This design comes from an exercise in tuning for small area and a short achievable clock period on the open sky130 flow, not from production work.
No functional check of the RTL was part of this run.
Power figures rest on the tool's default switching activity, not on a simulated workload.

## flow/config.mk

```make
export PLATFORM = sky130hd
export DESIGN_NAME = stepper_speed_ramp_controller
export DESIGN_NICKNAME = stepper_speed_ramp_controller
export VERILOG_FILES = /design/flow/design.v
export SDC_FILE = /design/flow/constraint.sdc
export NUM_CORES = 4
export LEC_CHECK = 0
export CAP_MARGIN = 20
export CORE_MARGIN = 2
export CORE_UTILIZATION = 40
export SLEW_MARGIN = 20
```

## flow/constraint.sdc

```tcl
create_clock -name core_clock -period 7.5 [get_ports {clk}]
set_input_delay 1.5000 -clock core_clock [delete_from_list [all_inputs] [get_ports {clk}]]
set_output_delay 1.5000 -clock core_clock [all_outputs]
set_load 0.01 [all_outputs]
```

## flow/design.v

```verilog
`default_nettype none
package ssrc_pkg;
	localparam int LEVELS    = 14;
	localparam int POSITIONS = 64;
	localparam int LVL_W     = $clog2(LEVELS);
	localparam int POS_W     = $clog2(POSITIONS);
	localparam int LEVEL_FW  = 4;
	localparam int PHASE_W   = 3;
	localparam int WORD_W    = 16;
	localparam int OVER_W    = 17;
	localparam int PULSE_W   = 8;
	localparam int OP_W      = 3;
	localparam int ADDR_W    = 4;
	localparam int DATA_W    = 32;
	localparam logic [OP_W-1:0] OP_TICK   = 3'd0;
	localparam logic [OP_W-1:0] OP_START  = 3'd1;
	localparam logic [OP_W-1:0] OP_DECEL  = 3'd2;
	localparam logic [OP_W-1:0] OP_STOP   = 3'd3;
	localparam logic [OP_W-1:0] OP_PULSE  = 3'd4;
	localparam logic [OP_W-1:0] OP_GOAL   = 3'd5;
	localparam logic [OP_W-1:0] OP_ZERO   = 3'd6;
	localparam logic [OP_W-1:0] OP_LOAD   = 3'd7;
	localparam logic [PHASE_W-1:0] PH_IDLE  = 3'd0;
	localparam logic [PHASE_W-1:0] PH_ACCEL = 3'd1;
	localparam logic [PHASE_W-1:0] PH_DECEL = 3'd2;
	localparam logic [PHASE_W-1:0] PH_STOP  = 3'd3;
	localparam logic [PHASE_W-1:0] PH_OVER  = 3'd4;
	localparam logic [1:0] REG_TARGET  = 2'd0;
	localparam logic [1:0] REG_DIR     = 2'd1;
	localparam logic [1:0] REG_OVERRUN = 2'd2;
endpackage
`default_nettype wire
`default_nettype none
import ssrc_pkg::*;
module stepper_speed_ramp_controller (
	input  wire logic                clk,
	input  wire logic                arst_n,
	input  wire logic                psel,
	input  wire logic                penable,
	input  wire logic                pwrite,
	input  wire logic [ADDR_W-1:0]   paddr,
	input  wire logic [DATA_W-1:0]   pwdata,
	output logic      [DATA_W-1:0]   prdata,
	output logic                     pready,
	input  wire logic                in_valid,
	output logic                     in_ready,
	input  wire logic [OP_W-1:0]     op,
	input  wire logic [PULSE_W-1:0]  count_value,
	input  wire logic [LEVEL_FW-1:0] level_index,
	input  wire logic [WORD_W-1:0]   level_reload,
	input  wire logic [WORD_W-1:0]   level_dwell,
	output logic                     out_valid,
	input  wire logic                out_ready,
	output logic      [WORD_W-1:0]   reload_out,
	output logic      [LEVEL_FW-1:0] speed_level,
	output logic      [PHASE_W-1:0]  ramp_state,
	output logic                     running,
	output logic      [POS_W-1:0]    position,
	output logic                     on_position
);
	logic [LEVEL_FW-1:0] target_q;
	logic                dir_q;
	logic [WORD_W-1:0]   overrun_q;
	logic [PHASE_W-1:0]  phase_q,  phase_d;
	logic [LEVEL_FW-1:0] level_q,  level_d;
	logic [WORD_W-1:0]   dwell_q,  dwell_d;
	logic [WORD_W-2:0]   over_q,   over_d;
	logic                timer_q,  timer_d;
	logic [POS_W-1:0]    place_q,  place_d;
	logic [PULSE_W-1:0]  pcount_q, pcount_d;
	logic [PULSE_W-1:0]  pgoal_q,  pgoal_d;
	logic                out_valid_q;
	logic [WORD_W-1:0]   reload_tab_q [LEVELS];
	logic [WORD_W-1:0]   dwell_tab_q  [LEVELS];
	logic                accept;
	logic                cfg_wr;
	logic [LEVELS-1:0]   lvl_hot;
	logic [WORD_W-1:0]   dwell_cur;
	logic [WORD_W-1:0]   reload_cur;
	logic [LEVEL_FW-1:0] tgt_eff;
	logic [WORD_W-1:0]   dwell_inc;
	logic                dwell_done;
	logic [LEVEL_FW:0]   level_inc;
	logic [LEVEL_FW-1:0] level_dec;
	logic [WORD_W-1:0]   dwell_after_dec;
	logic                over_hit;
	assign accept   = in_valid && in_ready;
	assign in_ready = !out_valid_q || out_ready;
	assign cfg_wr   = psel && penable && pwrite;
	assign pready   = 1'b1;
	always_ff @(posedge clk or negedge arst_n) begin
		if (!arst_n) begin
			target_q  <= '0;
			dir_q     <= 1'b0;
			overrun_q <= '0;
		end else if (cfg_wr) begin
			case (paddr[3:2])
				REG_TARGET:  target_q  <= pwdata[LEVEL_FW-1:0];
				REG_DIR:     dir_q     <= pwdata[0];
				REG_OVERRUN: overrun_q <= pwdata[WORD_W-1:0];
				default: ;
			endcase
		end
	end
	always_comb begin
		case (paddr[3:2])
			REG_TARGET:  prdata = DATA_W'(target_q);
			REG_DIR:     prdata = DATA_W'(dir_q);
			REG_OVERRUN: prdata = DATA_W'(overrun_q);
			default:     prdata = '0;
		endcase
	end
	always_comb begin
		dwell_cur  = '0;
		reload_cur = '0;
		for (int i = 0; i < LEVELS; i++) begin
			lvl_hot[i] = (level_q == LEVEL_FW'(i));
			dwell_cur  = dwell_cur  | ({WORD_W{lvl_hot[i]}} & dwell_tab_q[i]);
			reload_cur = reload_cur | ({WORD_W{lvl_hot[i]}} & reload_tab_q[i]);
		end
	end
	assign tgt_eff    = (target_q >= LEVEL_FW'(LEVELS)) ? LEVEL_FW'(LEVELS - 1) : target_q;
	assign dwell_inc  = dwell_q + WORD_W'(1);
	assign dwell_done = dwell_inc >= dwell_cur;
	assign level_inc  = {1'b0, level_q} + (LEVEL_FW+1)'(dwell_done);
	assign level_dec  = (dwell_done && level_q != '0) ? level_q - LEVEL_FW'(1) : level_q;
	assign dwell_after_dec = (dwell_done || level_dec == '0) ? '0 : dwell_inc;
	assign over_hit   = {over_q, 1'b1} >= overrun_q;
	always_comb begin
		phase_d  = phase_q;
		level_d  = level_q;
		dwell_d  = dwell_q;
		over_d   = over_q;
		timer_d  = timer_q;
		place_d  = place_q;
		pcount_d = pcount_q;
		pgoal_d  = pgoal_q;
		case (op)
			OP_TICK: if (timer_q) begin
				case (phase_q)
					PH_ACCEL: begin
						dwell_d = dwell_done ? '0 : dwell_inc;
						if (level_inc >= {1'b0, tgt_eff}) begin
							level_d = tgt_eff;
							phase_d = PH_IDLE;
						end else begin
							level_d = level_inc[LEVEL_FW-1:0];
						end
					end
					PH_DECEL: begin
						level_d = level_dec;
						dwell_d = dwell_after_dec;
						if (level_dec == '0) phase_d = PH_IDLE;
					end
					PH_STOP: begin
						level_d = level_dec;
						dwell_d = dwell_after_dec;
						phase_d = PH_OVER;
					end
					PH_OVER: begin
						if (over_hit) begin
							level_d = '0;
							phase_d = PH_IDLE;
							timer_d = 1'b0;
							over_d  = '0;
							dwell_d = '0;
						end else begin
							over_d  = over_q + (WORD_W-1)'(1);
							level_d = level_dec;
							dwell_d = dwell_after_dec;
						end
					end
					default: ;
				endcase
			end
			OP_STOP: begin
				level_d = level_dec;
				dwell_d = dwell_after_dec;
				phase_d = PH_OVER;
			end
			OP_START: begin
				phase_d = PH_ACCEL;
				level_d = '0;
				timer_d = 1'b1;
			end
			OP_DECEL: phase_d = PH_DECEL;
			OP_PULSE: begin
				pcount_d = pcount_q + PULSE_W'(1);
				place_d  = dir_q ? place_q - POS_W'(1) : place_q + POS_W'(1);
			end
			OP_GOAL: begin
				pcount_d = '0;
				pgoal_d  = count_value;
			end
			OP_ZERO: place_d = '0;
			default: ;
		endcase
	end
	always_ff @(posedge clk or negedge arst_n) begin
		if (!arst_n) begin
			phase_q  <= PH_IDLE;
			level_q  <= '0;
			dwell_q  <= '0;
			over_q   <= '0;
			timer_q  <= 1'b0;
			place_q  <= '0;
			pcount_q <= '0;
			pgoal_q  <= '0;
		end else if (accept) begin
			phase_q  <= phase_d;
			level_q  <= level_d;
			dwell_q  <= dwell_d;
			over_q   <= over_d;
			timer_q  <= timer_d;
			place_q  <= place_d;
			pcount_q <= pcount_d;
			pgoal_q  <= pgoal_d;
		end
	end
	for (genvar i = 0; i < LEVELS; i++) begin : g_tab
		always_ff @(posedge clk) begin
			if (accept && op == OP_LOAD && level_index == LEVEL_FW'(i)) begin
				reload_tab_q[i] <= level_reload;
				dwell_tab_q[i]  <= level_dwell;
			end
		end
	end
	always_ff @(posedge clk or negedge arst_n) begin
		if (!arst_n) begin
			out_valid_q <= 1'b0;
		end else if (accept) begin
			out_valid_q <= 1'b1;
		end else if (out_ready) begin
			out_valid_q <= 1'b0;
		end
	end
	assign out_valid   = out_valid_q;
	assign reload_out  = reload_cur;
	assign speed_level = level_q;
	assign ramp_state  = phase_q;
	assign running     = timer_q;
	assign position    = place_q;
	assign on_position = pcount_q >= pgoal_q;
endmodule
`default_nettype wire
```

## flow/run.sh

```bash
#!/bin/bash
# synth_recipe.tcl (not shown) runs the flow's synth.tcl, then flattens the netlist and writes it again
# the make line also repeats each setting of config.mk as NAME=value (left out here)
make -C /OpenROAD-flow-scripts/flow DESIGN_CONFIG=/design/flow/config.mk WORK_HOME=/design/flow/orfs CLKGATE_MAP_FILE= SYNTH_SCRIPT=/design/flow/synth_recipe.tcl finish
```

==> results.txt <==
startpoint types flip-flop; Mapped Area 21700 µm²; number of buffers added on ports 120; Root Buffer clkbuf_16; Num CTS Buffers 54; post-synthesis cell type count 65; H-tree depth 2; commonest cells after routing, fill and taps aside 448 x edfxtp_1, 157 x a22oi_1, 119 x clkdlybuf4s50_1, 83 x dfrtp_1, 78 x nand2_1; Gate power share 23.2%; status no timing/DRC/antenna violations; grt total ovfl 0; family with the most delay on the worst path simple AND/OR/NAND/NOR gates; 1st-pass router iterations 7; most common cell after layout, fill and taps aside edfxtp_1; final WL 56300 µm; Post-CTS Resized 0; Clock Skews 0.0367 ns; top cell type's share of synthesized area 61.9%; Mapped Avg Cell Area 14.8 µm²; crit-path cells nor2b_1 -> and2_1 -> buf_4 -> a22oi_1 -> nand3_1 -> nor2_1 -> ha_1 -> nand4_1 -> nor4_1 -> o211ai_1 -> nand3_1 -> ha_1 -> nand3_1 -> xnor2_1 -> ha_1 -> nand2_1 -> o211ai_1 -> nor2_1 -> a311oi_1 -> o311ai_0 -> o211a_1; # IOs 156; Fin Setup TNS 0 ns; ys flop type edfxtp_1; Die Span Y 237 µm; hold crit path type flip-flop to flip-flop; CTS clock-pin slew for the worst setup and hold paths 0.06 ns; Least-Margin Pin Slew 1.15 ns; DR iter-0 viols 1237; CTS tree done; DRC 0; area leader, netlist edfxtp_1; ys async rst share 15.6%; top post-synthesis cells by area edfxtp_1 62%, dfrtp_1 9.6%, a22oi_1 5.4%; die outline width 237 µm; Die ar. 56200 µm²; first-pass GRT wire length 83800 µm; CP endpoint kind flip-flop; Power Internal 5510 µW; Critical Path AT 6.83 ns; Pwr Density 305 nW/µm²; Leakage 0.00899 µW; hpwl dp 32400 µm; Post-Syn Instances 1472; All-Layer GR Usage 20.0%; maxcap violations 0; DR WL/cell 23.9 µm; RSZ-0062 raised after global routing false; Seq pwr share 43.6%; Post-CTS Setup Bufs 0; post-synthesis sequential area ratio 71.5%; Hold-fix buffers, CTS 0; Hold Fails Final Rpt 0; NetSw 2280 µW; Post-synth EDFFs 448; max_slew headroom 23.1%; max-slew violation count 0; worst endpoint required time 7.99 ns; final setup fails 0; Period Utilization, post-route 84.6%; share of cells above drive strength 1 9.78%; vias per inst 5.70; fmax 0.158 GHz; number of global-route vias before repair 13200; Initial Util 40.4%; routed vias 13400; number of cell rows 85; Max clock buf depth 3; Clk pwr share 33.2%; Worst-Skew Late Latency 0.63 ns; post-route cell area 25600 µm²; CTS sink cnt 531; worst path bufs/invs 1; Core Area 53700 µm²; Placed Area 23900 µm²; Synth Register Bits 531; Layout area overhead 17.8%; peak supply drop 0.245 mV; initial antenna violation count 3; Final nets 1764; CP Class flip-flop to flip-flop; post-layout min period 6.35 ns; YS warnings 3; GPL Wtd Cong 0.784; Critical Path Fanout Max 20; largest net degree at the start of global routing 75; critical path's slowest cell and2_1; switch share 29.3%; max incr delay on CP 0.74 ns; Detail Route Antenna Nets 0
cell usage after synthesis (9+ instances only):
| cell type | n |
|---|---|
| nand2b_1 | 13 |
| a21oi_1 | 31 |
| a22oi_1 | 157 |
| nand4_1 | 36 |
| xor2_1 | 12 |
| ha_1 | 57 |
| and2_1 | 23 |
| dfrtp_1 | 83 |
| edfxtp_1 | 448 |
| xnor2_1 | 15 |
| nand3_1 | 45 |
| o21ai_0 | 54 |
| buf_4 | 17 |
| mux2_2 | 13 |
| inv_1 | 41 |
| clkbuf_1 | 66 |
| nor2_1 | 66 |
| mux2i_1 | 9 |
| a22o_1 | 45 |
| a221oi_1 | 44 |
| nor3_1 | 16 |
| and3_1 | 15 |
| nand2_1 | 78 |
routing by layer:
metal	share of wire (%)	vias up	track usage (%)
met3	7.8	77	3.74
met4	1.9	4	5.50
met1	43	6759	27.5
li1	-	6041	-
met2	47	538	32.8
met5	0.046	-	0
worst paths after layout:
check	slack [ns]	to	cells after the start	startpoint
max	1.15	phase_q[2]	21	level_q[2]
min	0.51	pgoal_q[5]	1	pgoal_q[5]
max reg2reg	1.15	phase_q[2]	21	level_q[2]
min reg2reg	0.51	pgoal_q[5]	1	pgoal_q[5]
max in group asynchronous	5.92	pgoal_q[1]	3	arst_n
min in group asynchronous	0.72	overrun_q[5]	1	arst_n
power by group through the flow:
stage	Sequential, µW	Clock [µW]	Combinational (µW)
after CTS	3400	2650	1820
after global routing	3410	2770	1980
after floorplan	3430	0	1020
final	3400	2590	1810
after detailed placement	3460	0	1810
after global placement	3450	0	1780
per-stage QoR:
| stage | cells | util [%] | hold slack [ns] | setup WS, ns | power [µW] |
|---|---|---|---|---|---|
| after floorplan | 1487 | - | 0.479 | 2.15 | 4450 |
| after global placement | 2255 | 44.4 | 0.495 | 1.27 | 5230 |
| after detailed placement | 2255 | 44.4 | 0.495 | 1.14 | 5270 |
| after CTS | 2352 | 47.6 | 0.508 | 1.14 | 7870 |
| after global routing | 2354 | 47.6 | 0.527 | 0.787 | 8160 |
| final | 2354 | 47.6 | 0.507 | 1.15 | 7800 |
layout make-up:
| type | instances | area [µm²] |
|---|---|---|
| fill | 4598 | 28100 |
| sequential | 531 | 15500 |
| multi-input combinational | 827 | 5800 |
| timing repair buffer | 161 | 1530 |
| clock buffer | 64 | 1390 |
| tap | 696 | 871 |
| clock inverter | 33 | 314 |
| inverter | 41 | 154 |
| antenna | 1 | 2.50 |
cell families (layout without fill, tap and decap cells):
family,Yosys count,after routing,share of synthesized area [%]
flip-flops,531,531,71.5
AO/OA/AOI/OAI,378,378,12.8
AND/OR/NAND/NOR,325,325,7.53
buffers and inverters,129,299,2.56
adder cells (fa/ha/maj),58,58,3.38
XOR/XNOR,27,27,1.09
multiplexers,22,22,1.09
other,2,18,0.0346
state kept, by name, indices dropped and copies added, names as in the netlist:
register and flops:
timer_q 1, dir_q 1, dwell_tab_q 224, dwell_q 16, reload_tab_q 224, place_q 6, pcount_q 8, overrun_q 16
pgoal_q 8, phase_q 3, level_q 4, out_valid_q 1, target_q 4, over_q 15

[static timing again, ports no longer ideal]
How much do the figures lean on ideal ports? The routed layout below was timed once more, with nothing changed but the port constraints.
Step 1, drivers: a clkbuf_16 drives clk and a buf_2 each remaining input, both assumed.
Step 2 times the ports against the registers' clock, not the clock port: input delays grow and output delays shrink by t, the midpoint of the rising clock arrivals with the driver on.
Slacks: ideal ports / drivers / drivers and shift; pairs: ideal ports / drivers.
t, ns: 0.663
setup WS [ns]: 1.155 / 1.155 / 1.155
worst hold slack (ns): 0.507 / 0.507 / 0.507
pins driven straight from the clock port: 1
After both steps setup and hold are still met in this run. The setup slack of this run moves by 0.000 ns with the drivers and by 0.000 ns with both steps.
